From an optimization exercise on the open Yosys and OpenROAD flow, aimed at small area, a short achievable clock period and few clock cycles per item; shortcuts taken in it are not production practice. RTL that was checked went through simulation tests only; none was proved equivalent to the original. Only the layout flow was run in runs 5 and 6; the RTL was not checked for function there.

File: design/flow/run.sh
#!/bin/bash
# synth_recipe.tcl (not shown) runs the flow's synth.tcl, then flattens the netlist and writes it again
# the make line also repeats each setting of config.mk as NAME=value (left out here)
make -C /OpenROAD-flow-scripts/flow DESIGN_CONFIG=/design/flow/config.mk WORK_HOME=/design/flow/orfs CLKGATE_MAP_FILE= SYNTH_SCRIPT=/design/flow/synth_recipe.tcl finish
File: design/flow/config.mk
export PLATFORM = sky130hd
export DESIGN_NAME = ignition_advance_curve_lookup
export DESIGN_NICKNAME = ignition_advance_curve_lookup
export VERILOG_FILES = /design/flow/design.v
export SDC_FILE = /design/flow/constraint.sdc
export NUM_CORES = 4
export LEC_CHECK = 0
export ABC_AREA = 1
export CAP_MARGIN = 20
export CORE_MARGIN = 2
export CORE_UTILIZATION = 40
export SETUP_SLACK_MARGIN = 4.1
export SLEW_MARGIN = 20
File: design/flow/constraint.sdc
create_clock -name core_clock -period 7.0 [get_ports {clk}]
set_input_delay 1.4000 -clock core_clock [delete_from_list [all_inputs] [get_ports {clk}]]
set_output_delay 1.4000 -clock core_clock [all_outputs]
set_load 0.01 [all_outputs]
File: design/flow/design.v
module ignition_advance_curve_lookup (
  input  logic        clk,
  input  logic        rst,
  input  logic        write_enable,
  input  logic [1:0]  write_index,
  input  logic [15:0] write_data,
  input  logic        in_valid,
  output logic        in_stall,
  input  logic [15:0] engine_speed,
  output logic        out_valid,
  input  logic        out_stall,
  output logic [11:0] spark_advance,
  output logic [1:0]  speed_region
);
  logic [11:0] cranking_advance;
  logic [11:0] top_advance;
  logic [15:0] cranking_speed_limit;
  always_ff @(posedge clk) begin
    if (rst) begin
      cranking_advance     <= 12'd50;
      top_advance          <= 12'd350;
      cranking_speed_limit <= 16'd500;
    end else if (write_enable) begin
      case (write_index)
        2'd0: cranking_advance     <= write_data[11:0];
        2'd1: top_advance          <= write_data[11:0];
        2'd2: cranking_speed_limit <= write_data;
        default: ;
      endcase
    end
  end
  logic        o2_full;
  logic        run;
  logic        en;
  logic [15:0] s;
  assign en       = run;
  assign in_stall = o2_full;
  assign s        = engine_speed;
  logic [13:0] s14;
  logic [15:0] therm;
  logic [14:0] oh;
  logic [1:0]  region;
  assign s14 = s[13:0];    
  assign therm[0] = 1'b1;
  assign therm[1] = (s14 >= 14'd1067);
  assign therm[2] = (s14 >= 14'd2134);
  assign therm[3] = (s14 >= 14'd3200);
  assign therm[4] = (s14 >= 14'd4267);
  assign therm[5] = (s14 >= 14'd5334);
  assign therm[6] = (s14 >= 14'd6400);
  assign therm[7] = (s14 >= 14'd7467);
  assign therm[8] = (s14 >= 14'd8534);
  assign therm[9] = (s14 >= 14'd9600);
  assign therm[10] = (s14 >= 14'd10667);
  assign therm[11] = (s14 >= 14'd11734);
  assign therm[12] = (s14 >= 14'd12800);
  assign therm[13] = (s14 >= 14'd13867);
  assign therm[14] = (s14 >= 14'd14934);
  assign therm[15] = 1'b0;
  assign oh = therm[14:0] & ~therm[15:1];
  always_comb begin
    if (s < cranking_speed_limit)  region = 2'd0;
    else if (s >= 16'd16000)       region = 2'd2;
    else                           region = 2'd1;
  end
  logic        a_valid;
  logic [14:0] a_oh;
  logic [10:0] a_s;
  logic [1:0]  a_region;
  always_ff @(posedge clk) begin
    if (rst)     a_valid <= 1'b0;
    else if (en) a_valid <= in_valid;
  end
  always_ff @(posedge clk) begin
    if (en) begin
      a_oh     <= oh;
      a_s      <= s[10:0];
      a_region <= region;
    end
  end
  logic [10:0] lo11;
  logic [3:0]  a_seg;
  assign lo11[0] = |(a_oh & 15'h4924);
  assign lo11[1] = |(a_oh & 15'h2492);
  assign lo11[2] = |(a_oh & 15'h4924);
  assign lo11[3] = |(a_oh & 15'h2492);
  assign lo11[4] = |(a_oh & 15'h4924);
  assign lo11[5] = |(a_oh & 15'h2492);
  assign lo11[6] = |(a_oh & 15'h4924);
  assign lo11[7] = |(a_oh & 15'h0e38);
  assign lo11[8] = |(a_oh & 15'h0fc0);
  assign lo11[9] = |(a_oh & 15'h7000);
  assign lo11[10] = |(a_oh & 15'h2aaa);
  assign a_seg[0] = |(a_oh & 15'h2aaa);
  assign a_seg[1] = |(a_oh & 15'h4ccc);
  assign a_seg[2] = |(a_oh & 15'h70f0);
  assign a_seg[3] = |(a_oh & 15'h7f00);
  logic        b_valid;
  logic [3:0]  b_seg;
  logic [10:0] b_delta;
  logic [1:0]  b_region;
  always_ff @(posedge clk) begin
    if (rst)     b_valid <= 1'b0;
    else if (en) b_valid <= a_valid;
  end
  always_ff @(posedge clk) begin
    if (en) begin
      b_seg    <= a_seg;
      b_delta  <= a_s - lo11;
      b_region <= a_region;
    end
  end
  logic [2:0]  asel;
  logic [3:0]  bsel;
  logic [14:0] pa, pb;
  always_comb begin
    case (b_seg)
      4'd0: begin asel = 3'b010; bsel = 4'b0010; end
      4'd1: begin asel = 3'b100; bsel = 4'b0100; end
      4'd2: begin asel = 3'b100; bsel = 4'b0100; end
      4'd3: begin asel = 3'b010; bsel = 4'b1000; end
      4'd4: begin asel = 3'b010; bsel = 4'b1000; end
      4'd5: begin asel = 3'b010; bsel = 4'b1000; end
      4'd6: begin asel = 3'b010; bsel = 4'b1000; end
      4'd7: begin asel = 3'b010; bsel = 4'b1000; end
      4'd8: begin asel = 3'b010; bsel = 4'b1000; end
      4'd9: begin asel = 3'b100; bsel = 4'b0100; end
      4'd10: begin asel = 3'b100; bsel = 4'b0100; end
      4'd11: begin asel = 3'b001; bsel = 4'b0100; end
      4'd12: begin asel = 3'b010; bsel = 4'b0010; end
      4'd13: begin asel = 3'b001; bsel = 4'b0001; end
      4'd14: begin asel = 3'b000; bsel = 4'b0000; end
      default: begin asel = 3'b000; bsel = 4'b0000; end
    endcase
  end
  assign pa = ({15{asel[0]}} & 15'(b_delta)) | ({15{asel[1]}} & (15'(b_delta) << 1))
            | ({15{asel[2]}} & (15'(b_delta) << 2));
  assign pb = ({15{bsel[0]}} & (15'(b_delta) << 1)) | ({15{bsel[1]}} & (15'(b_delta) << 2))
            | ({15{bsel[2]}} & (15'(b_delta) << 3)) | ({15{bsel[3]}} & (15'(b_delta) << 4));
  logic        c_valid;
  logic [3:0]  c_seg;
  logic [14:0] c_p;
  logic [1:0]  c_region;
  always_ff @(posedge clk) begin
    if (rst)     c_valid <= 1'b0;
    else if (en) c_valid <= b_valid;
  end
  always_ff @(posedge clk) begin
    if (en) begin
      c_seg    <= b_seg;
      c_p      <= pa + pb;
      c_region <= b_region;
    end
  end
  logic        w66, bneg;
  logic [16:0] v;
  always_comb begin
    case (c_seg)
      4'd0: begin w66 = 1'b1; bneg = 1'b0; end
      4'd1: begin w66 = 1'b0; bneg = 1'b1; end
      4'd2: begin w66 = 1'b0; bneg = 1'b1; end
      4'd3: begin w66 = 1'b1; bneg = 1'b0; end
      4'd4: begin w66 = 1'b0; bneg = 1'b1; end
      4'd5: begin w66 = 1'b0; bneg = 1'b1; end
      4'd6: begin w66 = 1'b1; bneg = 1'b0; end
      4'd7: begin w66 = 1'b0; bneg = 1'b1; end
      4'd8: begin w66 = 1'b0; bneg = 1'b1; end
      4'd9: begin w66 = 1'b1; bneg = 1'b0; end
      4'd10: begin w66 = 1'b0; bneg = 1'b1; end
      4'd11: begin w66 = 1'b0; bneg = 1'b1; end
      4'd12: begin w66 = 1'b1; bneg = 1'b0; end
      4'd13: begin w66 = 1'b0; bneg = 1'b0; end
      4'd14: begin w66 = 1'b0; bneg = 1'b0; end
      default: begin w66 = 1'b0; bneg = 1'b0; end
    endcase
  end
  assign v = w66 ? {c_p, 2'b00} + 17'(c_p[14:9]) + 17'(c_p[14:10])
                 : {c_p, 2'b00} - 17'(c_p[14:10]) - (bneg ? 17'd3 : 17'd0);
  logic        d_valid;
  logic [3:0]  d_seg;
  logic [7:0]  d_y;
  logic [1:0]  d_region;
  always_ff @(posedge clk) begin
    if (rst)     d_valid <= 1'b0;
    else if (en) d_valid <= c_valid;
  end
  always_ff @(posedge clk) begin
    if (en) begin
      d_seg    <= c_seg;
      d_y      <= v[16:9];
      d_region <= c_region;
    end
  end
  logic [8:0]  c_lo;
  logic [11:0] adv;
  always_comb begin
    case (d_seg)
      4'd0: c_lo = 9'd50;
      4'd1: c_lo = 9'd60;
      4'd2: c_lo = 9'd80;
      4'd3: c_lo = 9'd100;
      4'd4: c_lo = 9'd130;
      4'd5: c_lo = 9'd160;
      4'd6: c_lo = 9'd190;
      4'd7: c_lo = 9'd220;
      4'd8: c_lo = 9'd250;
      4'd9: c_lo = 9'd280;
      4'd10: c_lo = 9'd300;
      4'd11: c_lo = 9'd320;
      4'd12: c_lo = 9'd335;
      4'd13: c_lo = 9'd345;
      4'd14: c_lo = 9'd350;
      default: c_lo = 9'd350;
    endcase
  end
  function automatic logic [4:0] div5(input logic [7:0] y);
    case (y)
      8'd0: div5 = 5'd0;
      8'd1: div5 = 5'd0;
      8'd2: div5 = 5'd0;
      8'd3: div5 = 5'd0;
      8'd4: div5 = 5'd0;
      8'd5: div5 = 5'd1;
      8'd6: div5 = 5'd1;
      8'd7: div5 = 5'd1;
      8'd8: div5 = 5'd1;
      8'd9: div5 = 5'd1;
      8'd10: div5 = 5'd2;
      8'd11: div5 = 5'd2;
      8'd12: div5 = 5'd2;
      8'd13: div5 = 5'd2;
      8'd14: div5 = 5'd2;
      8'd15: div5 = 5'd3;
      8'd16: div5 = 5'd3;
      8'd17: div5 = 5'd3;
      8'd18: div5 = 5'd3;
      8'd19: div5 = 5'd3;
      8'd20: div5 = 5'd4;
      8'd21: div5 = 5'd4;
      8'd22: div5 = 5'd4;
      8'd23: div5 = 5'd4;
      8'd24: div5 = 5'd4;
      8'd25: div5 = 5'd5;
      8'd26: div5 = 5'd5;
      8'd27: div5 = 5'd5;
      8'd28: div5 = 5'd5;
      8'd29: div5 = 5'd5;
      8'd30: div5 = 5'd6;
      8'd31: div5 = 5'd6;
      8'd32: div5 = 5'd6;
      8'd33: div5 = 5'd6;
      8'd34: div5 = 5'd6;
      8'd35: div5 = 5'd7;
      8'd36: div5 = 5'd7;
      8'd37: div5 = 5'd7;
      8'd38: div5 = 5'd7;
      8'd39: div5 = 5'd7;
      8'd40: div5 = 5'd8;
      8'd41: div5 = 5'd8;
      8'd42: div5 = 5'd8;
      8'd43: div5 = 5'd8;
      8'd44: div5 = 5'd8;
      8'd45: div5 = 5'd9;
      8'd46: div5 = 5'd9;
      8'd47: div5 = 5'd9;
      8'd48: div5 = 5'd9;
      8'd49: div5 = 5'd9;
      8'd50: div5 = 5'd10;
      8'd51: div5 = 5'd10;
      8'd52: div5 = 5'd10;
      8'd53: div5 = 5'd10;
      8'd54: div5 = 5'd10;
      8'd55: div5 = 5'd11;
      8'd56: div5 = 5'd11;
      8'd57: div5 = 5'd11;
      8'd58: div5 = 5'd11;
      8'd59: div5 = 5'd11;
      8'd60: div5 = 5'd12;
      8'd61: div5 = 5'd12;
      8'd62: div5 = 5'd12;
      8'd63: div5 = 5'd12;
      8'd64: div5 = 5'd12;
      8'd65: div5 = 5'd13;
      8'd66: div5 = 5'd13;
      8'd67: div5 = 5'd13;
      8'd68: div5 = 5'd13;
      8'd69: div5 = 5'd13;
      8'd70: div5 = 5'd14;
      8'd71: div5 = 5'd14;
      8'd72: div5 = 5'd14;
      8'd73: div5 = 5'd14;
      8'd74: div5 = 5'd14;
      8'd75: div5 = 5'd15;
      8'd76: div5 = 5'd15;
      8'd77: div5 = 5'd15;
      8'd78: div5 = 5'd15;
      8'd79: div5 = 5'd15;
      8'd80: div5 = 5'd16;
      8'd81: div5 = 5'd16;
      8'd82: div5 = 5'd16;
      8'd83: div5 = 5'd16;
      8'd84: div5 = 5'd16;
      8'd85: div5 = 5'd17;
      8'd86: div5 = 5'd17;
      8'd87: div5 = 5'd17;
      8'd88: div5 = 5'd17;
      8'd89: div5 = 5'd17;
      8'd90: div5 = 5'd18;
      8'd91: div5 = 5'd18;
      8'd92: div5 = 5'd18;
      8'd93: div5 = 5'd18;
      8'd94: div5 = 5'd18;
      8'd95: div5 = 5'd19;
      8'd96: div5 = 5'd19;
      8'd97: div5 = 5'd19;
      8'd98: div5 = 5'd19;
      8'd99: div5 = 5'd19;
      8'd100: div5 = 5'd20;
      8'd101: div5 = 5'd20;
      8'd102: div5 = 5'd20;
      8'd103: div5 = 5'd20;
      8'd104: div5 = 5'd20;
      8'd105: div5 = 5'd21;
      8'd106: div5 = 5'd21;
      8'd107: div5 = 5'd21;
      8'd108: div5 = 5'd21;
      8'd109: div5 = 5'd21;
      8'd110: div5 = 5'd22;
      8'd111: div5 = 5'd22;
      8'd112: div5 = 5'd22;
      8'd113: div5 = 5'd22;
      8'd114: div5 = 5'd22;
      8'd115: div5 = 5'd23;
      8'd116: div5 = 5'd23;
      8'd117: div5 = 5'd23;
      8'd118: div5 = 5'd23;
      8'd119: div5 = 5'd23;
      8'd120: div5 = 5'd24;
      8'd121: div5 = 5'd24;
      8'd122: div5 = 5'd24;
      8'd123: div5 = 5'd24;
      8'd124: div5 = 5'd24;
      8'd125: div5 = 5'd25;
      8'd126: div5 = 5'd25;
      8'd127: div5 = 5'd25;
      8'd128: div5 = 5'd25;
      8'd129: div5 = 5'd25;
      8'd130: div5 = 5'd26;
      8'd131: div5 = 5'd26;
      8'd132: div5 = 5'd26;
      8'd133: div5 = 5'd26;
      8'd134: div5 = 5'd26;
      8'd135: div5 = 5'd27;
      8'd136: div5 = 5'd27;
      8'd137: div5 = 5'd27;
      8'd138: div5 = 5'd27;
      8'd139: div5 = 5'd27;
      8'd140: div5 = 5'd28;
      8'd141: div5 = 5'd28;
      8'd142: div5 = 5'd28;
      8'd143: div5 = 5'd28;
      8'd144: div5 = 5'd28;
      8'd145: div5 = 5'd29;
      8'd146: div5 = 5'd29;
      8'd147: div5 = 5'd29;
      8'd148: div5 = 5'd29;
      8'd149: div5 = 5'd29;
      8'd150: div5 = 5'd30;
      8'd151: div5 = 5'd30;
      8'd152: div5 = 5'd30;
      8'd153: div5 = 5'd30;
      8'd154: div5 = 5'd30;
      8'd155: div5 = 5'd31;
      8'd156: div5 = 5'd31;
      8'd157: div5 = 5'd31;
      8'd158: div5 = 5'd31;
      8'd159: div5 = 5'd31;
      8'd160: div5 = 5'd31;
      8'd161: div5 = 5'd31;
      8'd162: div5 = 5'd31;
      8'd163: div5 = 5'd31;
      8'd164: div5 = 5'd31;
      8'd165: div5 = 5'd31;
      8'd166: div5 = 5'd31;
      8'd167: div5 = 5'd31;
      8'd168: div5 = 5'd31;
      8'd169: div5 = 5'd31;
      8'd170: div5 = 5'd31;
      8'd171: div5 = 5'd31;
      8'd172: div5 = 5'd31;
      8'd173: div5 = 5'd31;
      8'd174: div5 = 5'd31;
      8'd175: div5 = 5'd31;
      8'd176: div5 = 5'd31;
      8'd177: div5 = 5'd31;
      8'd178: div5 = 5'd31;
      8'd179: div5 = 5'd31;
      8'd180: div5 = 5'd31;
      8'd181: div5 = 5'd31;
      8'd182: div5 = 5'd31;
      8'd183: div5 = 5'd31;
      8'd184: div5 = 5'd31;
      8'd185: div5 = 5'd31;
      8'd186: div5 = 5'd31;
      8'd187: div5 = 5'd31;
      8'd188: div5 = 5'd31;
      8'd189: div5 = 5'd31;
      8'd190: div5 = 5'd31;
      8'd191: div5 = 5'd31;
      8'd192: div5 = 5'd31;
      8'd193: div5 = 5'd31;
      8'd194: div5 = 5'd31;
      8'd195: div5 = 5'd31;
      8'd196: div5 = 5'd31;
      8'd197: div5 = 5'd31;
      8'd198: div5 = 5'd31;
      8'd199: div5 = 5'd31;
      8'd200: div5 = 5'd31;
      8'd201: div5 = 5'd31;
      8'd202: div5 = 5'd31;
      8'd203: div5 = 5'd31;
      8'd204: div5 = 5'd31;
      8'd205: div5 = 5'd31;
      8'd206: div5 = 5'd31;
      8'd207: div5 = 5'd31;
      8'd208: div5 = 5'd31;
      8'd209: div5 = 5'd31;
      8'd210: div5 = 5'd31;
      8'd211: div5 = 5'd31;
      8'd212: div5 = 5'd31;
      8'd213: div5 = 5'd31;
      8'd214: div5 = 5'd31;
      8'd215: div5 = 5'd31;
      8'd216: div5 = 5'd31;
      8'd217: div5 = 5'd31;
      8'd218: div5 = 5'd31;
      8'd219: div5 = 5'd31;
      8'd220: div5 = 5'd31;
      8'd221: div5 = 5'd31;
      8'd222: div5 = 5'd31;
      8'd223: div5 = 5'd31;
      8'd224: div5 = 5'd31;
      8'd225: div5 = 5'd31;
      8'd226: div5 = 5'd31;
      8'd227: div5 = 5'd31;
      8'd228: div5 = 5'd31;
      8'd229: div5 = 5'd31;
      8'd230: div5 = 5'd31;
      8'd231: div5 = 5'd31;
      8'd232: div5 = 5'd31;
      8'd233: div5 = 5'd31;
      8'd234: div5 = 5'd31;
      8'd235: div5 = 5'd31;
      8'd236: div5 = 5'd31;
      8'd237: div5 = 5'd31;
      8'd238: div5 = 5'd31;
      8'd239: div5 = 5'd31;
      8'd240: div5 = 5'd31;
      8'd241: div5 = 5'd31;
      8'd242: div5 = 5'd31;
      8'd243: div5 = 5'd31;
      8'd244: div5 = 5'd31;
      8'd245: div5 = 5'd31;
      8'd246: div5 = 5'd31;
      8'd247: div5 = 5'd31;
      8'd248: div5 = 5'd31;
      8'd249: div5 = 5'd31;
      8'd250: div5 = 5'd31;
      8'd251: div5 = 5'd31;
      8'd252: div5 = 5'd31;
      8'd253: div5 = 5'd31;
      8'd254: div5 = 5'd31;
      8'd255: div5 = 5'd31;
    endcase
  endfunction
  always_comb begin
    case (d_region)
      2'd0:    adv = cranking_advance;
      2'd2:    adv = top_advance;
      default: adv = 12'(c_lo) + 12'(div5(d_y));
    endcase
  end
  logic        o_free;
  logic [11:0] o2_adv;
  logic [1:0]  o2_region;
  assign o_free = !out_valid || !out_stall;
  always_ff @(posedge clk) begin
    if (rst) begin
      out_valid <= 1'b0;
      o2_full   <= 1'b0;
      run       <= 1'b1;
    end else if (o_free) begin
      out_valid <= o2_full || d_valid;
      o2_full   <= 1'b0;
      run       <= 1'b1;
    end else if (!o2_full) begin
      o2_full   <= d_valid;
      run       <= !d_valid;
    end
  end
  always_ff @(posedge clk) begin
    if (o_free) begin
      spark_advance <= o2_full ? o2_adv : adv;
      speed_region  <= o2_full ? o2_region : d_region;
    end
  end
  always_ff @(posedge clk) begin
    if (!o2_full) begin
      o2_adv    <= adv;
      o2_region <= d_region;
    end
  end
endmodule
==> run notes, run 1 <==
core box area between 20,000 and 30,000 sq um; CP max stage delay ~0.54 ns; Antenna Violating Nets Remaining 0; met3 wire len roughly 740 um; number of synthesized register bits approximately 180; GRT Overall Usage 0.171; Clock Skews between 0.015 and 0.02 ns; WL met2 between 10 and 15 mm; drt first pass iters 5; CP Launch Type flip-flop; Hold Buf Count CTS 0; Die W 164 um; worst-path cell chain fa_1 -> ha_4 -> nand2_4 -> inv_4 -> nand2_2 -> nor2_1 -> nand2_1 -> nand2_2 -> nand3_2 -> nand2_1 -> nand2_1 -> nand2_2 -> nand2_2 -> nand2_4 -> nor2_4 -> buf_6 -> nand2_2 -> nand2_1 -> nor2_1 -> nand2_1 -> nand3_1 -> nand2_1; H-tree depth 4; largest net degree at the start of global routing 76; Antenna Cells 0; total CTS buffers 17; DR vias 8,348; total grt overflow 0; initial drt markers 558; Starting Density 0.407; WS Path Type reg -> reg; distinct cell type count after synthesis 57; Post-Syn Area a little over 10,000 sq um; area of the die 26,900 sq um; endpoint class of the critical path flip-flop; gpl congestion around 0.87; Most common cell on crit path nand2_1; final layout net count between 1,000 and 1,500; DIE HEIGHT ~160 um; Mapped Cells about 1,300; synth-to-layout area growth 18.9%; relative slew slack 0.414; final wirelength about 22 mm; synth warn 1; footprint of the multi-input gates 5140 sq um; Ports 55; Fin. Hold Viols 0; Syn Area/Cell just over 8 sq um; # clock sinks 177; placed wire-length estimate between 15 and 20 mm; share of layout cells above drive strength 1 0.124; worst skew pair latency between 0.4 and 0.5 ns; Max FO, Critical Path 8; fin. max-slew vios 0; Fmax 341 MHz; total of max-cap violations 0; crit path DAT approximately 3.3 ns; initial antenna violation count 0; drc violations 0; Worst path top cell family by delay simple AND/OR/NAND/NOR gates; # rows between 50 and 60; top sig layer met4; Final Util 0.484; status no timing/DRC/antenna violations; Bufs and invs on worst path 2; register area roughly 4500 sq um; Seq/Total Area, Yosys 0.436; Clock Tree Buf Depth 2; Period minus WS final just under 3 ns; first-pass GRT wire length approximately 37 mm; commonest non-fill, non-tap cell in the layout nand2_1; PortBufs between 50 and 60; vias in the first global route about 8,000; number of synthesized flops with an enable pin 93; Worst Path Required ~7.3 ns; syn_nets roughly 1,400; Hold Crit Class reg -> reg; clock tree from TritonCTS done; Reg clk slew, reported paths ~0.080 ns; Root Buffer clkbuf_16; worst slew pin tran just under 0.9 ns; dominant synthesized flop cell edfxtp_1; final cycle utilization of the critical path 0.419; # fillers 2,389; # setup viols final 0; Metal-1 WL 10.7 mm; DR vias/cell 4.99; drt wl/cell ~13 um; TNS Setup 0 ns; RSZ-0062 raised after global routing true; most frequent cells in the layout nand2_1, inv_1, nor2_1; Worst path slowest cell fa_1; FFs w/ async S/R, synth 0
[flip-flops by register name (all words and copies together) (netlist names), 8 cells and up, named ones only]
signal and cells:
cranking_speed_limit 16, c_p 15, a_oh 14, cranking_advance 12, o2_adv 12, spark_advance 12, top_advance 12, a_s 11
b_delta 11, c_lo 9, d_y 8
[worst paths after layout]
kind              cells past startpoint           to         from
setup / recovery                     22    flip-flop      c_p[13]
hold / removal                        0  c_region[0]  b_region[0]
setup reg to reg                     22    flip-flop      c_p[13]
hold reg to reg                       0  c_region[0]  b_region[0]
[worst reg2reg max path, stage by stage (launching register included)]
cell	delay, ns
edfxtp_1	0.47
fa_1	0.55
ha_4	0.32
nand2_4	0.06
inv_4	0.05
nand2_2	0.04
nor2_1	0.08
nand2_1	0.07
nand2_2	0.12
nand3_2	0.11
nand2_1	0.09
nand2_1	0.06
nand2_2	0.08
nand2_2	0.06
nand2_4	0.15
nor2_4	0.06
buf_6	0.11
nand2_2	0.05
nand2_1	0.04
nor2_1	0.12
nand2_1	0.06
nand3_1	0.06
nand2_1	0.05
[synth_stat cells, drive strengths merged (6+ instances only)]
master / n / area, sq um
a21oi: 68 / 344
a31oi: 9 / 56.3
buf: 8 / 55.1
clkbuf: 21 / 78.8
dfxtp: 84 / 1680
edfxtp: 93 / 2790
fa: 6 / 120
ha: 74 / 926
inv: 182 / 686
nand2: 259 / 1030
nand3: 70 / 380
nand4: 12 / 75.1
nor2: 148 / 586
nor3: 16 / 85.1
o211ai: 14 / 110
o21ai: 89 / 457
o221ai: 14 / 123
o22ai: 15 / 100
or2: 7 / 43.8
xor2: 20 / 183
[per-stage QoR]
stage	area [sq um]	hold slack [ns]	setup slack, ns	cells
6_report	12200	0.423	4.07	1673
5_1_grt	12200	0.429	3.89	1673
4_1_cts	11900	0.423	4.10	1654
3_5_place_dp	11100	0.405	3.11	1611
3_3_place_gp	11100	0.402	3.19	1611
2_1_floorplan	10300	0.400	4.20	1254
[cells by family (layout without fill, tap and decap cells)]
logic type	Yosys count	in the layout	share of synthesized area
XOR/XNOR	25	25	0.0221
buffers and inverters	215	304	0.0814
adder cells (fa/ha/maj)	80	80	0.102
flip-flops	177	177	0.436
AND/OR/NAND/NOR	522	522	0.221
AO/OA/AOI/OAI	235	235	0.137
[layout make-up]
cell class | instances | share of cell area
inverters | 186 | 0.0586
flip-flops and latches | 177 | 0.368
clock inverters | 15 | 0.0182
multi-input cells | 862 | 0.421
repair buffers | 86 | 0.0656
well taps | 330 | 0.0339
clock buffers | 17 | 0.0349
[per-layer routing]
layer,global-route usage,up-vias
met3,0.0265,26
met4,0.0534,0
met5,0,-
met2,0.276,171
met1,0.235,3799
li1,-,4352
[what timing repair did]
item / CTS / global route
gates resized for setup: 19 / 62
endpoints found under the hold margin: 0 / 0
buffers inserted: 11 / 19
endpoints found under the setup margin: 25 / 22
pin swaps: 6 / 29
Testbench counts, summed over its fixed seeds: cycles 9,640, items 9,600.
==> run 2: changes to the inputs <==
--- a/design/flow/config.mk
+++ b/design/flow/config.mk
@@ -10,4 +10,4 @@
 export CORE_MARGIN = 2
 export CORE_UTILIZATION = 40
-export SETUP_SLACK_MARGIN = 4.1
+export SETUP_SLACK_MARGIN = 4.3
 export SLEW_MARGIN = 20
==> run 2 against run 1 <==
Via count grew 3.1%. Synthesized cell count is the same. Register-to-register slack gained 0.02 ns. Still clean.
==> run notes, run 2 <==
min-delay src b_region[0]; RSZ-0062 raised after global routing true; Syn Area/Cell 8.18 sq um (unchanged); relative slew slack 0.377 (-0.0367); PortBufs 54 (unchanged); GRT Overall Usage 0.178 (+0.00692); most frequent cells in the layout nand2_1, inv_1, nor2_1; # clock sinks 177 (unchanged); dominant synthesized flop cell edfxtp_1; fin. max-slew vios 0 (unchanged); top post-synthesis cells by area edfxtp_1, dfxtp_1, ha_1; placed wire-length estimate 17.0 mm (+3.0%); final layout net count 1,466 (+1.2%); initial antenna violation count 1 (+1); gpl congestion 0.849 (-2.7%); DIE HEIGHT 164 um (unchanged); endpoint class of the critical path flip-flop; final cycle utilization of the critical path 0.416 (-0.00324); Mapped Cells 1,254 (unchanged); Clock Skews 0.0163 ns (-0.00189 ns); WS Path Type reg -> reg; synth-to-layout area growth 22.7%; Die W 164 um (unchanged); final wirelength 23.5 mm (+5.0%); top flop regs cranking_speed_limit (16), c_p (15), a_oh (14); Period minus WS final 2.91 ns (-0.0227 ns); initial drt markers 612 (+9.7%); dpl cell area 11,100 sq um (+0.39%); drt wl/cell 13.9 um (+3.9%); core box area 25,200 sq um (unchanged); FFs w/ async S/R, synth 0 (unchanged); Finished Cell Area 12,600 sq um (+3.2%); Starting Density 0.407 (unchanged); hold worst-path end c_region[0]; pre-CTS setup slack 3.45 ns (+0.338 ns); area of the die 26,900 sq um (unchanged); TNS Setup 0 ns (unchanged); largest net degree at the start of global routing 77 (+1.3%); Reg clk slew, reported paths 0.08 ns (about the same); Clock Tree Buf Depth 2 (unchanged); share of layout cells above drive strength 1 0.180 (+0.0558); worst slew pin tran 0.931 ns (+0.0549 ns); Ports 55 (unchanged); # setup viols final 0 (unchanged); synth warn 1 (unchanged); worst skew pair latency 0.44 ns (about the same); total of max-cap violations 0 (unchanged); total CTS buffers 17 (unchanged); vias in the first global route 8,042 (+3.1%); Biggest register cranking_speed_limit; Hold Crit Class reg -> reg; Antenna Violating Nets Remaining 0 (unchanged); first-pass GRT wire length 38.4 mm (+3.2%); drc violations 0 (unchanged); number of synthesized flops with an enable pin 93 (unchanged); Worst Path Required 7.33 ns (about the same); status no timing/DRC/antenna violations; Hold Buf Count CTS 0 (unchanged); # rows 58 (unchanged); Seq/Total Area, Yosys 0.436 (unchanged); distinct cell type count after synthesis 57 (unchanged); number of flip-flops in the largest register 16 (unchanged); Root Buffer clkbuf_16; clock tree from TritonCTS done; number of synthesized register bits 177 (unchanged); total grt overflow 0 (unchanged); post-synth top area share 0.272 (unchanged); final worst slack 4.09 ns (+0.0227 ns); H-tree depth 4 (unchanged); DR vias 8,609 (+3.1%); Worst R2R Start c_p[14]; syn_nets 1,373 (unchanged); crit path DAT 3.24 ns (-0.03 ns); top cells by count, synth nand2_1, inv_1, nor2_1, edfxtp_1, dfxtp_1; FF-to-FF path depth 19 (-14%); DR vias/cell 5.09 (+2.0%); commonest non-fill, non-tap cell in the layout nand2_1; Fmax 344 MHz (+0.78%); Hold Path Stages 0 (unchanged); Fin. Hold Viols 0 (unchanged); CP Launch Type flip-flop; Max FO, Critical Path 5 (-3); most common cell in the netlist nand2_1; Post-Syn Area 10,300 sq um (unchanged); drt first pass iters 5 (unchanged); Yosys top cell by area edfxtp_1
[run 2: cell counts after synthesis]
Identical to the previous run, type by type.
[run 2: stage by stage]
step / utilization / hold WS, ns / std cells
global route: 0.500 / 0.439 / 1690
finish: 0.500 / 0.426 / 1691
global placement: 0.442 / 0.401 / 1612
CTS: 0.485 / 0.429 / 1674
detailed placement: 0.443 / 0.406 / 1613
floorplan: - / 0.400 / 1254
[run 2: worst max path at each step]
| stage | endpoint | from |
|---|---|---|
| 6_report | flip-flop | c_p[14] |
| 5_1_grt | flip-flop | c_p[14] |
| 4_1_cts | flip-flop | c_p[12] |
| 3_5_place_dp | a_region[1] | engine_speed[7] |
| 3_3_place_gp | a_region[1] | engine_speed[7] |
| 2_1_floorplan | a_region[1] | engine_speed[1] |
[run 2: worst max-delay path, stage by stage (launching register included)]
cell and delay (ns):
edfxtp_1 0.44, fa_1 0.54, ha_4 0.31, nand2_4 0.05, inv_2 0.06, nand2_2 0.05
nor2_2 0.09, nand2_1 0.07, nand2_2 0.14, nand3_2 0.11, o211ai_2 0.12, nand2_2 0.09
nand2_2 0.08, nand2_4 0.08, buf_4 0.14, nand2_1 0.07, o21ai_1 0.08, nand3_1 0.09
nand2_1 0.05, a21o_1 0.15
[run 2: cell type report]
cell class              count  area, sq um
flip-flops and latches    177         4490
well taps                 330          413
repair buffers            102          885
clock buffers              17          425
clock inverters            15          223
inverters                 186          718
diodes                      1         2.50
fillers                  2424        12600
multi-input cells         863         5430
[run 2: cells by family after synthesis]
group,synth area share
AND/OR/NAND/NOR,0.221
AO/OA/AOI/OAI,0.137
buffers and inverters,0.0814
flip-flops,0.436
adder cells (fa/ha/maj),0.102
XOR/XNOR,0.0221
[run 2: per-layer routing]
metal / routed length, um / vias up / track usage
li1: - / 4394 / -
met1: 11000 / 3988 / 0.236
met2: 11100 / 191 / 0.296
met3: 945 / 36 / 0.0275
met4: 391 / 0 / 0.0562
met5: 0 / - / 0
[run 2: what timing repair did]
item                                    4_1_cts  5_1_grt
endpoints found under the setup margin       52       25
buffers inserted                             28       16
resized for setup                            89       94
pin swaps                                    34       54
endpoints found under the hold margin         0        0
cloned                                        1        0
==> run 3: changes to the inputs <==
--- a/design/flow/config.mk
+++ b/design/flow/config.mk
@@ -10,4 +10,4 @@
 export CORE_MARGIN = 2
 export CORE_UTILIZATION = 40
-export SETUP_SLACK_MARGIN = 4.3
+export SETUP_SLACK_MARGIN = 3.7
 export SLEW_MARGIN = 20
==> run 3 against run 2 <==
Sequential share of layout area is 2.1 points higher. Clock skew is 0.0010 ns higher. Flip-flop and latch count stayed put.
==> run notes, run 3 <==
Post-Synth Simple-Gate Area 0.221 (unchanged); top cells by count, synth nand2_1, inv_1, nor2_1, edfxtp_1, dfxtp_1; status no timing/DRC/antenna violations; drc violations 0 (unchanged); Yosys top cell by area edfxtp_1; share of layout cells above drive strength 1 0.0743 (-0.106); first-pass GRT wire length 37.3 mm (-3.0%); most frequent cells in the layout nand2_1, inv_1, nor2_1; Antenna Cells 0 (-1); DR vias 8,290 (-3.7%); Antenna Violating Nets Remaining 0 (unchanged); vias in the first global route 7,877 (-2.1%); dominant synthesized flop cell edfxtp_1; GRT Overall Usage 0.171 (-0.00620); largest family of logic cells by synthesized area simple AND/OR/NAND/NOR gates; Seq/Total Area, Yosys 0.436 (unchanged); worst-path cell chain clkdlybuf4s50_1 -> ha_1 -> o21a_1 -> o211ai_1 -> nand2_1 -> nand4_1 -> o211ai_1 -> a21oi_1 -> nor2_1 -> o211ai_1 -> a21boi_0; initial drt markers 470 (-23%); XOR/XNOR Fraction of Synth Area 0.0221 (unchanged); Worst path slowest cell clkdlybuf4s50_1; number of synthesized flops with an enable pin 93 (unchanged); WS Path Type in -> reg; Biggest register cranking_speed_limit; worst skew pair latency 0.44 ns (about the same); synth warn 1 (unchanged); final layout net count 1,425 (-2.8%); number of flip-flops in the largest register 16 (unchanged); PortBufs 54 (unchanged); DIE HEIGHT 164 um (unchanged); Fmax 321 MHz (-6.6%); Mapped Cells 1,254 (unchanged); synth-to-layout area growth 15.5%; TNS Setup 0 ns (unchanged); initial antenna violation count 0 (-1); total of max-cap violations 0 (unchanged); relative slew slack 0.384 (+0.00714); area share of fa/ha/maj cells after synthesis 0.102 (unchanged); FFs w/ async S/R, synth 0 (unchanged); final wirelength 22.2 mm (-5.4%); Reg clk slew, reported paths 0.08 ns (about the same); final cycle utilization of the critical path 0.445 (+0.0295); Period minus WS final 3.12 ns (+0.206 ns); clock tree from TritonCTS done; post-synth top area share 0.272 (unchanged); top flop regs cranking_speed_limit (16), c_p (15), a_oh (14); Root Buffer clkbuf_16; drt wl/cell 13.5 um (-3.0%); total CTS buffers 17 (unchanged); gpl congestion 0.870 (+2.4%); distinct cell type count after synthesis 57 (unchanged); largest net degree at the start of global routing 72 (-6.5%); top post-synthesis cells by area edfxtp_1, dfxtp_1, ha_1; endpoint class of the critical path flip-flop; Die W 164 um (unchanged); commonest non-fill, non-tap cell in the layout nand2_1; Worst Path Required 7.17 ns (-0.16 ns); Syn Area/Cell 8.18 sq um (unchanged); # rows 58 (unchanged); DR vias/cell 5.03 (-1.3%); # clock sinks 177 (unchanged); Clock Tree Buf Depth 2 (unchanged); total grt overflow 0 (unchanged); drt first pass iters 5 (unchanged); worst slew pin tran 0.920 ns (-0.0107 ns); Max FO, Critical Path 4 (-1); Post-Syn Area 10,300 sq um (unchanged); Final Util 0.470 (-0.0293); Clock Skews 0.0173 ns (+0.00103 ns); Hold Crit Class reg -> reg; Starting Density 0.407 (unchanged); Most common cell on crit path o211ai_1; # setup viols final 0 (unchanged); mux share of post-synthesis cell area 0 (unchanged); post-synthesis compound-gate area fraction 0.137 (unchanged); number of synthesized register bits 177 (unchanged); Fin. Hold Viols 0 (unchanged); CP Launch Type primary input; CP max stage delay 0.50 ns (-0.04 ns); RSZ-0062 raised after global routing true; H-tree depth 4 (unchanged); core box area 25,200 sq um (unchanged); fin. max-slew vios 0 (unchanged); syn_nets 1,373 (unchanged); crit path DAT 3.29 ns (+0.05 ns); placed wire-length estimate 16.7 mm (-1.5%); area of the die 26,900 sq um (unchanged); Ports 55 (unchanged); most common cell in the netlist nand2_1; # fillers 2,403 (-0.87%)
[run 3: cell count changes in the layout (fill, tap and decap cells not counted), moves of 17 or more]
cell and change:
buf_4 -36, clkdlybuf4s50_1 +30, nand2_1 +20, dlygate4sd2_1 -18, nand2_2 -17
[run 3: cells by family after synthesis]
kind of cell,after synthesis
XOR/XNOR,25
AND/OR/NAND/NOR,522
buffers and inverters,215
adder cells (fa/ha/maj),80
flip-flops,177
AO/OA/AOI/OAI,235
[run 3: timing repair]
item | CTS | global route
gates resized for setup | 2 | 4
buffers inserted | 0 | 5
hold buffers | 0 | 0
endpoints found under the setup margin | 11 | 9
[run 3: through the flow]
| stage | hold slack [ns] | worst slack [ns] | cell area [sq um] | std cells |
|---|---|---|---|---|
| detailed placement | 0.407 | 3.03 | 11100 | 1612 |
| floorplan | 0.400 | 3.90 | 10300 | 1254 |
| CTS | 0.425 | 3.86 | 11800 | 1644 |
| global route | 0.444 | 3.60 | 11800 | 1649 |
| finish | 0.425 | 3.88 | 11800 | 1649 |
| global placement | 0.406 | 3.17 | 11100 | 1611 |
[run 3: metal layers]
metal,track usage,part of all wire,wire length (um),up-vias
li1,-,-,-,4308
met1,0.226,0.48,10700,3782
met2,0.291,0.47,10500,180
met3,0.0288,0.033,724,20
met4,0.0455,0.0098,218,0
met5,0,0,0,-
[run 3: critical path, delay by kind of cell]
kind | cells | cell delay [ns]
adders and majority gates | 1 | 0.33
buffers and inverters | 1 | 0.50
and+or+nand+nor | 3 | 0.24
AOI/OAI and AO/OA | 6 | 0.82
[run 3: final cells by class]
cell class | count | area [sq um] | share of cell area
Multi-Input combinational cell | 862 | 4980 | 0.420
Sequential cell | 177 | 4480 | 0.378
Inverter | 186 | 704 | 0.0595
Timing Repair Buffer | 62 | 621 | 0.0524
Clock buffer | 17 | 425 | 0.0359
Tap cell | 330 | 413 | 0.0349
Clock inverter | 15 | 226 | 0.0191
[run 3: worst paths after layout]
| kind | start | to | slack, ns | cells after the start |
|---|---|---|---|---|
| setup / recovery | engine_speed[1] | a_region[1] | 3.88 | 11 |
| hold / removal | b_region[0] | c_region[0] | 0.42 | 0 |
| setup reg to reg | asel[0] | c_p[13] | 3.90 | 14 |
| hold reg to reg | b_region[0] | c_region[0] | 0.42 | 0 |
==> run 4: changes to the inputs <==
--- a/design/flow/config.mk
+++ b/design/flow/config.mk
@@ -10,4 +10,4 @@
 export CORE_MARGIN = 2
 export CORE_UTILIZATION = 40
-export SETUP_SLACK_MARGIN = 3.7
+export SETUP_SLACK_MARGIN = 3.9
 export SLEW_MARGIN = 20
==> run 4 against run 3 <==
Critical path type unchanged. Cell area up 1.7%. First-iteration DRC count fell by 2.1%. Via count is 0.49% higher. Still clean. Hold slack is essentially flat.
==> run notes, run 4 <==
drt first pass iters 8 (+3); top flop regs cranking_speed_limit (16), c_p (15), a_oh (14); Starting Density 0.407 (unchanged); top cells by count, synth nand2_1, inv_1, nor2_1, edfxtp_1, dfxtp_1; hold worst-path end c_region[0]; Fmax 340 MHz (+6.0%); Worst R2R Start asel[1]; RSZ-0062 raised after global routing true; initial antenna violation count 0 (unchanged); final wirelength 22.4 mm (+1.0%); Reg clk slew, reported paths 0.08 ns (about the same); worst slew pin tran 0.915 ns (-0.00480 ns); initial drt markers 460 (-2.1%); FFs w/ async S/R, synth 0 (unchanged); Hold Path Stages 0 (unchanged); Antenna Cells 0 (unchanged); drt wl/cell 13.5 um (+0.33%); largest net degree at the start of global routing 72 (unchanged); Root Buffer clkbuf_16; clock tree from TritonCTS done; CP startpoint engine_speed[6]; final cycle utilization of the critical path 0.420 (-0.0251); DR vias/cell 5.02 (-0.17%); fin. max-slew vios 0 (unchanged); total of max-cap violations 0 (unchanged); H-tree depth 4 (unchanged); GRT Overall Usage 0.172 (+0.000333); synth warn 1 (unchanged); syn_nets 1,373 (unchanged); TNS Setup 0 ns (unchanged); Antenna Violating Nets Remaining 0 (unchanged); Ports 55 (unchanged); drc violations 0 (unchanged); number of synthesized register bits 177 (unchanged); commonest non-fill, non-tap cell in the layout nand2_1; number of synthesized flops with an enable pin 93 (unchanged); share of layout cells above drive strength 1 0.0940 (+0.0197); Clock Tree Buf Depth 2 (unchanged); synth-to-layout area growth 17.4%; Final Util 0.478 (+0.00785); total CTS buffers 17 (unchanged); Worst Path Required 7.18 ns (about the same); DIE HEIGHT 164 um (unchanged); core box area 25,200 sq um (unchanged); Seq/Total Area, Yosys 0.436 (unchanged); gpl congestion 0.870 (unchanged); Biggest register cranking_speed_limit; Period minus WS final 2.94 ns (-0.176 ns); distinct cell type count after synthesis 57 (unchanged); top post-synthesis cells by area edfxtp_1, dfxtp_1, ha_1; Hold Crit Class reg -> reg; area of the die 26,900 sq um (unchanged); # rows 58 (unchanged); worst skew pair latency 0.45 ns (about the same); DR vias 8,331 (+0.49%); Syn Area/Cell 8.18 sq um (unchanged); # clock sinks 177 (unchanged); Hold Buf Count CTS 0 (unchanged); most frequent cells in the layout nand2_1, inv_1, nor2_1; final layout net count 1,436 (+0.77%); Mapped Cells 1,254 (unchanged); dominant synthesized flop cell edfxtp_1; CP Launch Type primary input; placed wire-length estimate 16.7 mm (unchanged); total grt overflow 0 (unchanged); number of flip-flops in the largest register 16 (unchanged); min-delay src b_region[0]; endpoint class of the critical path flip-flop; Yosys top cell by area edfxtp_1; r2r endpoint c_p[13]; first-pass GRT wire length 37.3 mm (+0.13%); Max FO, Critical Path 5 (+1); post-synth top area share 0.272 (unchanged); Die W 164 um (unchanged); # setup viols final 0 (unchanged); relative slew slack 0.387 (+0.00321); Fin. Hold Viols 0 (unchanged); Clock Skews 0.0188 ns (+0.00146 ns); status no timing/DRC/antenna violations; FF-to-FF path depth 14 (unchanged); vias in the first global route 7,894 (+0.22%); WS Path Type in -> reg; Post-Syn Area 10,300 sq um (unchanged); PortBufs 54 (unchanged); crit path DAT 3.12 ns (-0.17 ns); most common cell in the netlist nand2_1
## run 4: what timing repair did
action | in CTS | in global routing
setup buffers | 3 | 13
gates resized for setup | 5 | 28
setup endpoints to repair | 18 | 19
endpoints found under the hold margin | 0 | 0
pin swaps | 0 | 16
## run 4: kinds of logic (layout without fill, tap and decap cells)
group | count (synthesis) | in the layout | share of synthesized area
AOI/OAI and AO/OA | 235 | 235 | 0.137
xor gates and xnor gates | 25 | 25 | 0.0221
adders and majority gates | 80 | 80 | 0.102
buffers and inverters | 215 | 291 | 0.0814
DFF | 177 | 177 | 0.436
and+or+nand+nor | 522 | 522 | 0.221
## run 4: cell type report
cell class,instances,area (sq um)
well taps,330,413
clock buffers,17,425
multi-input cells,862,5070
fillers,2390,13100
clock inverters,15,226
flip-flops and latches,177,4480
repair buffers,73,718
inverters,186,711
## run 4: critical path, cell delays in order
cell,delay (ns)
clkdlybuf4s50_1,0.61
ha_1,0.28
nand2_1,0.08
inv_1,0.04
nand4_1,0.09
o211ai_1,0.09
a21oi_1,0.14
nor2_1,0.05
o211ai_1,0.22
a21boi_0,0.11
## run 4: stage by stage
step / instance area (sq um) / instances / worst slack (ns) / hold WS (ns)
final: 12000 / 1660 / 4.06 / 0.425
after detailed placement: 11100 / 1612 / 3.03 / 0.407
after global placement: 11100 / 1611 / 3.17 / 0.406
after floorplan: 10300 / 1254 / 3.90 / 0.400
after CTS: 11800 / 1647 / 3.90 / 0.425
after global routing: 12000 / 1660 / 3.84 / 0.444
## run 4: worst max-delay path by stage
stage                     slack, ns                       end
after floorplan                3.90                   c_lo[6]
after global placement         3.17   cranking_speed_limit[0]
after global routing           3.84                   c_p[13]
final                          4.06               a_region[1]
after detailed placement       3.03  cranking_speed_limit[14]
after CTS                      3.90               a_region[1]
## run 4: metal layers
| metal | vias up | GRT usage | share of wire |
|---|---|---|---|
| met1 | 3799 | 0.226 | 0.48 |
| met5 | - | 0 | 0 |
| met4 | 0 | 0.0455 | 0.012 |
| met3 | 25 | 0.0288 | 0.036 |
| met2 | 182 | 0.292 | 0.47 |
| li1 | 4325 | - | - |
==> run 5: changes to the inputs <==
--- a/design/flow/design.v
+++ b/design/flow/design.v
@@ -175,6 +175,11 @@
     endcase
   end
-  assign v = w66 ? {c_p, 2'b00} + 17'(c_p[14:9]) + 17'(c_p[14:10])
-                 : {c_p, 2'b00} - 17'(c_p[14:10]) - (bneg ? 17'd3 : 17'd0);
+  logic [16:0] x0, x1, x2, vs, vc;
+  assign x0 = {c_p, 2'b00};
+  assign x1 = w66 ? 17'(c_p[14:9]) : (bneg ? 17'h1fffe : 17'd1);
+  assign x2 = w66 ? 17'(c_p[14:10]) : ~(17'(c_p[14:10]));
+  assign vs = x0 ^ x1 ^ x2;
+  assign vc = ((x0 & x1) | (x0 & x2) | (x1 & x2)) << 1;
+  assign v  = vs + vc;
   logic        d_valid;
   logic [3:0]  d_seg;
--- a/design/flow/config.mk
+++ b/design/flow/config.mk
@@ -10,4 +10,4 @@
 export CORE_MARGIN = 2
 export CORE_UTILIZATION = 40
-export SETUP_SLACK_MARGIN = 3.9
+export SETUP_SLACK_MARGIN = 4.1
 export SLEW_MARGIN = 20
==> run 5 against run 4 <==
Non-clock buffer count up 28. Cell area up 7.4%. Synthesized area up 3.0%. Flip-flop and latch count unchanged. Hold slack worse by 0.0041 ns. Via count up 3.8%. Critical path depth up 15. Die area up 2.9%. Largest cell class unchanged.
==> run notes, run 5 <==
Worst Hold Slack 0.421 ns (-0.00410 ns); Clock Skews 0.0209 ns (+0.00214 ns); Root Buffer clkbuf_16; Fmax 308 MHz (-9.4%); top cells by count, synth nand2_1, inv_1, nor2_1, edfxtp_1; Hold Crit Class reg -> reg; drc violations 0 (unchanged); Post-Syn Area 10,600 sq um (+3.0%); gpl congestion 0.915 (+5.2%); endpoint class of the critical path flip-flop; Biggest register cranking_speed_limit; worst skew pair latency 0.43 ns (-0.02 ns); core box area 26,000 sq um (+3.2%); final wirelength 24.6 mm (+9.7%); initial antenna violation count 0 (unchanged); number of synthesized register bits 177 (unchanged); commonest non-fill, non-tap cell in the layout nand2_1; dominant synthesized flop cell edfxtp_1; Period minus WS final 3.25 ns (+0.304 ns); total grt overflow 0 (unchanged); DR vias/cell 5.07 (+0.94%); largest net degree at the start of global routing 66 (-8.3%); Ports 55 (unchanged); # clock sinks 177 (unchanged); final layout net count 1,488 (+3.6%); TNS Setup 0 ns (unchanged); most frequent cells in the layout nand2_1, inv_1, nor2_1; vias in the first global route 8,592 (+8.8%); Syn Area/Cell 8.33 sq um (+1.8%); FFs w/ async S/R, synth 0 (unchanged); fin. max-slew vios 0 (unchanged); worst slew pin tran 0.880 ns (-0.0355 ns); number of synthesized flops with an enable pin 93 (unchanged); Yosys top cell by area edfxtp_1; clock tree from TritonCTS done; total of max-cap violations 0 (unchanged); first-pass GRT wire length 40.9 mm (+9.5%); final cycle utilization of the critical path 0.464 (+0.0434); H-tree depth 4 (unchanged); placed wire-length estimate 17.7 mm (+5.7%); initial drt markers 472 (+2.6%); DIE HEIGHT 166 um (+1.4%); most common cell in the netlist nand2_1; share of layout cells above drive strength 1 0.168 (+0.0744); Mapped Cells 1,268 (+1.1%); number of flip-flops in the largest register 16 (unchanged); crit path DAT 3.57 ns (+0.45 ns); total CTS buffers 17 (unchanged); relative slew slack 0.411 (+0.0238); drt wl/cell 14.4 um (+6.7%); top post-synthesis cells by area edfxtp_1, dfxtp_1, ha_1; top flop regs cranking_speed_limit (16), c_p (15), a_oh (14); Fin. Hold Viols 0 (unchanged); drt first pass iters 7 (-1); Seq/Total Area, Yosys 0.424 (-0.0126); distinct cell type count after synthesis 60 (+5.3%); DR vias 8,647 (+3.8%); area of the die 27,700 sq um (+2.9%); Worst Path Required 7.33 ns (+0.15 ns); CP Launch Type flip-flop; pre-CTS setup slack 3.03 ns (+0.00775 ns); RSZ-0062 raised after global routing true; WS Path Type reg -> reg; synth-to-layout area growth 22.4%; Hold Buf Count CTS 0 (unchanged); Clock Tree Buf Depth 2 (unchanged); synth warn 1 (unchanged); Starting Density 0.406 (-0.000888); Max FO, Critical Path 6 (+1); # rows 59 (+1.7%); Reg clk slew, reported paths 0.07 ns (about the same); post-synth top area share 0.264 (-0.00784); syn_nets 1,397 (+1.7%); # setup viols final 0 (unchanged); Antenna Cells 0 (unchanged); Die W 166 um (+1.4%); status no timing/DRC/antenna violations; Antenna Violating Nets Remaining 0 (unchanged); final worst slack 3.75 ns (-0.304 ns); GRT Overall Usage 0.177 (+0.00565); PortBufs 54 (unchanged)
## run 5: cell types whose count changed after synthesis, moves of 5 or more
cell      before  now
a221oi_1       1    6
nor2_1       142  124
nand3_1       64   59
ha_1          74   83
o21ai_0       78   89
a21oi_1       67   89
nand4_1       12    6
nand2_1      243  222
xor2_1        19   27
## run 5: final timing paths
| path | from | end | cells after the start |
|---|---|---|---|
| setup / recovery | w66 | flip-flop | 25 |
| hold / removal | b_region[0] | c_region[0] | 0 |
| setup reg to reg | w66 | flip-flop | 25 |
| hold reg to reg | b_region[0] | c_region[0] | 0 |
## run 5: critical path, cell delays in order (launching register included)
cell and delay (ns):
dfxtp_4 0.39, inv_8 0.05, buf_4 0.13, ha_4 0.25, inv_2 0.03, fa_1 0.51
inv_2 0.05, ha_4 0.29, nand2_2 0.08, nor2_1 0.10, and2_1 0.14, nand2_1 0.07
nand2_1 0.08, nand2_1 0.08, nand3_2 0.08, nand2_4 0.11, nor2_4 0.17, inv_2 0.06
nand2_2 0.08, nand2_1 0.05, nand2_1 0.07, a21oi_2 0.05, nand2_1 0.08, nand2_1 0.05
nand2_1 0.05, nand2_1 0.05
## run 5: what timing repair did
action / in CTS / in global routing
gates resized for setup: 62 / 66
pin swaps: 28 / 37
setup endpoints to repair: 35 / 27
gates cloned: 1 / 0
setup buffers: 23 / 21
## run 5: metrics by stage
stage / utilization / instance area [sq um] / cells
finish: 0.498 / 12900 / 1707
global route: 0.498 / 12900 / 1707
CTS: 0.482 / 12500 / 1686
detailed placement: 0.442 / 11500 / 1630
global placement: 0.442 / 11500 / 1630
floorplan: - / 10700 / 1268
## run 5: kinds of logic (layout without fill, tap and decap cells)
group / after synthesis / in the layout / share of synthesized area
fa+ha+maj: 90 / 90 / 0.112
buf+inv: 216 / 319 / 0.0787
xor+xnor: 38 / 38 / 0.0340
compound gates: 269 / 270 / 0.153
flops: 177 / 177 / 0.424
simple gates: 478 / 478 / 0.199
## run 5: area by class of cell
class                   count  area [sq um]
fillers                  2532         13100
flip-flops and latches    177          4490
clock buffers              17           425
clock inverters            15           181
well taps                 335           419
repair buffers            101           931
inverters                 186           722
multi-input cells         876          5760
## run 5: routing by layer
metal | vias to the layer above | track usage | wire length (um)
met5 | - | 0 | 0
met4 | 0 | 0.0442 | 314
met3 | 19 | 0.0235 | 682
met2 | 153 | 0.315 | 12400
met1 | 4016 | 0.229 | 11200
li1 | 4459 | - | -
==> run 6: changes to the inputs <==
--- a/design/flow/design.v
+++ b/design/flow/design.v
@@ -138,23 +138,9 @@
   assign pb = ({15{bsel[0]}} & (15'(b_delta) << 1)) | ({15{bsel[1]}} & (15'(b_delta) << 2))
             | ({15{bsel[2]}} & (15'(b_delta) << 3)) | ({15{bsel[3]}} & (15'(b_delta) << 4));
-  logic        c_valid;
-  logic [3:0]  c_seg;
-  logic [14:0] c_p;
-  logic [1:0]  c_region;
-  always_ff @(posedge clk) begin
-    if (rst)     c_valid <= 1'b0;
-    else if (en) c_valid <= b_valid;
-  end
-  always_ff @(posedge clk) begin
-    if (en) begin
-      c_seg    <= b_seg;
-      c_p      <= pa + pb;
-      c_region <= b_region;
-    end
-  end
   logic        w66, bneg;
-  logic [16:0] v;
+  logic [5:0]  s9, s10;
+  logic [6:0]  corr;
   always_comb begin
-    case (c_seg)
+    case (b_seg)
       4'd0: begin w66 = 1'b1; bneg = 1'b0; end
       4'd1: begin w66 = 1'b0; bneg = 1'b1; end
@@ -175,11 +161,26 @@
     endcase
   end
-  logic [16:0] x0, x1, x2, vs, vc;
-  assign x0 = {c_p, 2'b00};
-  assign x1 = w66 ? 17'(c_p[14:9]) : (bneg ? 17'h1fffe : 17'd1);
-  assign x2 = w66 ? 17'(c_p[14:10]) : ~(17'(c_p[14:10]));
-  assign vs = x0 ^ x1 ^ x2;
-  assign vc = ((x0 & x1) | (x0 & x2) | (x1 & x2)) << 1;
-  assign v  = vs + vc;
+  assign s9   = 6'(pa[14:9]) + 6'(pb[14:9]);
+  assign s10  = 6'(pa[14:10]) + 6'(pb[14:10]);
+  assign corr = w66 ? 7'(s9) + 7'(s10) : 7'd0 - 7'(s10) - (bneg ? 7'd4 : 7'd0);
+  logic        c_valid;
+  logic [3:0]  c_seg;
+  logic [14:0] c_p;
+  logic [6:0]  c_corr;
+  logic [1:0]  c_region;
+  always_ff @(posedge clk) begin
+    if (rst)     c_valid <= 1'b0;
+    else if (en) c_valid <= b_valid;
+  end
+  always_ff @(posedge clk) begin
+    if (en) begin
+      c_seg    <= b_seg;
+      c_p      <= pa + pb;
+      c_corr   <= corr;
+      c_region <= b_region;
+    end
+  end
+  logic [16:0] v;
+  assign v = {c_p, 2'b00} + {{10{c_corr[6]}}, c_corr};
   logic        d_valid;
   logic [3:0]  d_seg;
==> run 6 against run 5 <==
Still clean on timing, DRC and antenna. Via count decreased by 1.7%. Non-clock buffer count decreased by 18. Routed wire length decreased by 4.1%. Cell count decreased by 1.3%.
==> run notes, run 6 <==
status no timing/DRC/antenna violations; final cycle utilization of the critical path 0.427 (-0.0362); Post-Syn Area 10,400 sq um (-1.4%); placed wire-length estimate 17.1 mm (-3.1%); Die W 165 um (-0.70%); Ports 55 (unchanged); worst slew pin tran 0.753 ns (-0.127 ns); # fillers 2,533 (+0.039%); DR vias 8,500 (-1.7%); Mapped Cells 1,260 (-0.63%); # rows 59 (unchanged); Fin. Hold Viols 0 (unchanged); endpoint class of the critical path flip-flop; FF-to-FF path depth 22 (-12%); vias in the first global route 7,774 (-9.5%); first-pass GRT wire length 38.2 mm (-6.5%); Max FO, Critical Path 9 (+3); min-delay src a_region[0]; largest net degree at the start of global routing 53 (-20%); top post-synthesis cells by area edfxtp_1, dfxtp_1, ha_1; Clock Tree Buf Depth 2 (unchanged); total CTS buffers 17 (unchanged); relative slew slack 0.496 (+0.0848); syn_nets 1,378 (-1.4%); gpl congestion 0.845 (-7.7%); post-synth top area share 0.283 (+0.0182); synth warn 1 (unchanged); # clock sinks 182 (+2.8%); PortBufs 54 (unchanged); number of flip-flops in the largest register 16 (unchanged); fin. max-slew vios 0 (unchanged); crit path DAT 3.18 ns (-0.39 ns); Starting Density 0.403 (-0.00349); pre-CTS setup slack 3.45 ns (+0.419 ns); drt first pass iters 5 (-2); dominant synthesized flop cell edfxtp_1; Worst Path Required 7.19 ns (-0.14 ns); Seq/Total Area, Yosys 0.444 (+0.0205); top cells by count, synth nand2_1, inv_1, nor2_1, edfxtp_1, o21ai_0; total of max-cap violations 0 (unchanged); Hold Path Stages 0 (unchanged); WS Path Type reg -> reg; final layout net count 1,455 (-2.2%); number of synthesized flops with an enable pin 98 (+5.4%); Clock Skews 0.0153 ns (-0.00561 ns); Worst Hold Slack 0.422 ns (+0.00104 ns); Placed Cells 1,626 (-0.25%); total grt overflow 0 (unchanged); # setup viols final 0 (unchanged); commonest non-fill, non-tap cell in the layout nand2_1; FFs w/ async S/R, synth 0 (unchanged); Worst R2R Start bsel[2]; Period minus WS final 2.99 ns (-0.253 ns); r2r endpoint c_corr[5]; top flop regs cranking_speed_limit (16), c_p (15), a_oh (14); Final Util 0.479 (-0.0189); drc violations 0 (unchanged); share of layout cells above drive strength 1 0.124 (-0.0447); Fmax 334 MHz (+8.5%); Reg clk slew, reported paths 0.07 ns (about the same); H-tree depth 4 (unchanged); Root Buffer clkbuf_16; initial antenna violation count 1 (+1); Biggest register cranking_speed_limit; drt wl/cell 14.0 um (-2.9%); TNS Setup 0 ns (unchanged); most frequent cells in the layout nand2_1, inv_1, nor2_1; DIE HEIGHT 165 um (-0.70%); core box area 25,800 sq um (-0.57%); number of synthesized register bits 182 (+2.8%); RSZ-0062 raised after global routing true; Syn Area/Cell 8.26 sq um (-0.80%); DR vias/cell 5.04 (-0.42%); most common cell in the netlist nand2_1; final worst slack 4.01 ns (+0.253 ns); Antenna Violating Nets Remaining 0 (unchanged); CP Launch Type flip-flop; GRT Overall Usage 0.175 (-0.00198); Hold Crit Class reg -> reg; Yosys top cell by area edfxtp_1; final wirelength 23.6 mm (-4.1%); distinct cell type count after synthesis 59 (-1.7%); synth-to-layout area growth 18.8%; initial drt markers 491 (+4.0%); fin cells 1,685 (-1.3%); worst skew pair latency 0.43 ns (about the same); Antenna Cells 0 (unchanged); area of the die 27,300 sq um (-1.4%); hold worst-path end b_region[0]; clock tree from TritonCTS done
## run 6: cell count changes after synthesis, moves of 6 or more
| cell | previous run | this run |
|---|---|---|
| ha_1 | 83 | 74 |
| xor2_1 | 27 | 21 |
| nand2_2 | 16 | 6 |
| nor2_1 | 124 | 134 |
| nand3_1 | 59 | 70 |
| nand2_1 | 222 | 239 |
| a21oi_1 | 89 | 68 |
| inv_1 | 174 | 165 |
| nand3_2 | 6 | 0 |
## run 6: timing repair
action | in CTS | in global routing
resized for setup | 29 | 48
hold buffers | 0 | 0
setup buffers | 15 | 12
pin swaps | 10 | 18
setup endpoints to repair | 41 | 25
endpoints found under the hold margin | 0 | 0
## run 6: per-layer routing
layer | share of wire | global-route usage
met1 | 0.46 | 0.231
met5 | 0 | 0
met2 | 0.49 | 0.298
met3 | 0.032 | 0.0292
met4 | 0.017 | 0.0498
## run 6: final cells by class
class,count,area [sq um],share of cell area
clock inverter,13,154,0.0124
tap,335,419,0.0339
multi-input combinational,875,5220,0.422
inverter,178,683,0.0552
clock buffer,19,453,0.0366
sequential,182,4650,0.376
timing repair buffer,83,790,0.0638
## run 6: through the flow
stage | area (sq um)
after floorplan | 10400
after global placement | 11300
after detailed placement | 11300
after CTS | 12100
after global routing | 12400
final | 12400
## run 6: cells by family after synthesis
family / Yosys count / synth area share
fa+ha+maj: 79 / 0.0986
buf+inv: 203 / 0.0743
simple gates: 507 / 0.206
flops: 182 / 0.444
compound gates: 254 / 0.146
xor+xnor: 35 / 0.0302
## run 6: critical path, stage by stage (launching register included)
cell	delay [ns]
dfxtp_2	0.39
inv_4	0.09
o22ai_2	0.13
nor2_2	0.07
inv_1	0.06
ha_2	0.16
inv_2	0.05
fa_2	0.56
inv_2	0.05
ha_4	0.23
a21o_1	0.17
inv_2	0.05
nor2_1	0.03
nor2_1	0.07
inv_1	0.05
nand2_1	0.07
inv_2	0.05
nor2_4	0.12
inv_2	0.04
a21oi_2	0.13
xnor2_1	0.07
nand2_1	0.06
nand2_1	0.04
## run 6: worst max-delay path by stage
stage / from / endpoint / slack, ns / depth (start not counted)
2_1_floorplan: bsel[0] / c_corr[5] / 4.10 / 22
3_3_place_gp: write_enable / cranking_advance[5] / 3.52 / 6
3_5_place_dp: write_enable / cranking_advance[4] / 3.45 / 6
4_1_cts: b_delta[8] / c_corr[5] / 4.00 / 22
5_1_grt: b_delta[6] / c_corr[5] / 3.84 / 22
6_report: bsel[2] / c_corr[5] / 4.01 / 22

==> afterwards: timing with drivers on the ports <==
No port has a modelled driver above. Below, the same layouts with a new extraction and two added sets of constraints. Step 1 sets driving cells, clkbuf_16 on the clock port and buf_2 on the other inputs (assumed; they add their load-dependent delay and slew). Step 2 adds t to the input delays and takes it off the output delays; t is the mean of the earliest and latest rising clock arrival at the registers after step 1. Input paths then give back, and output paths get back, about the clock's delay inside the block. Slacks: ideal ports / drivers / drivers and shift; pairs: ideal ports / drivers.
| run | t, ns | slack for setup (ns) | worst slew at a driven data input, ns |
|---|---|---|---|
| run 1 | 0.479 | 4.066 / 4.066 / 3.783 | 0.04 |
| run 2 | 0.479 | 4.089 / 4.089 / 3.961 | 0.07 |
| run 3 | 0.477 | 3.883 / 3.885 / 3.430 | 0.04 |
| run 4 | 0.479 | 4.059 / 4.046 / 3.597 | 0.04 |
| run 5 | 0.478 | 3.755 / 3.755 / 3.721 | 0.05 |
| run 6 | 0.473 | 4.008 / 4.008 / 3.732 | 0.06 |
After both steps every run listed still meets setup and hold. The setup slack of run 4, which loses most, moves by -0.013 ns with the drivers and by -0.462 ns with both steps.
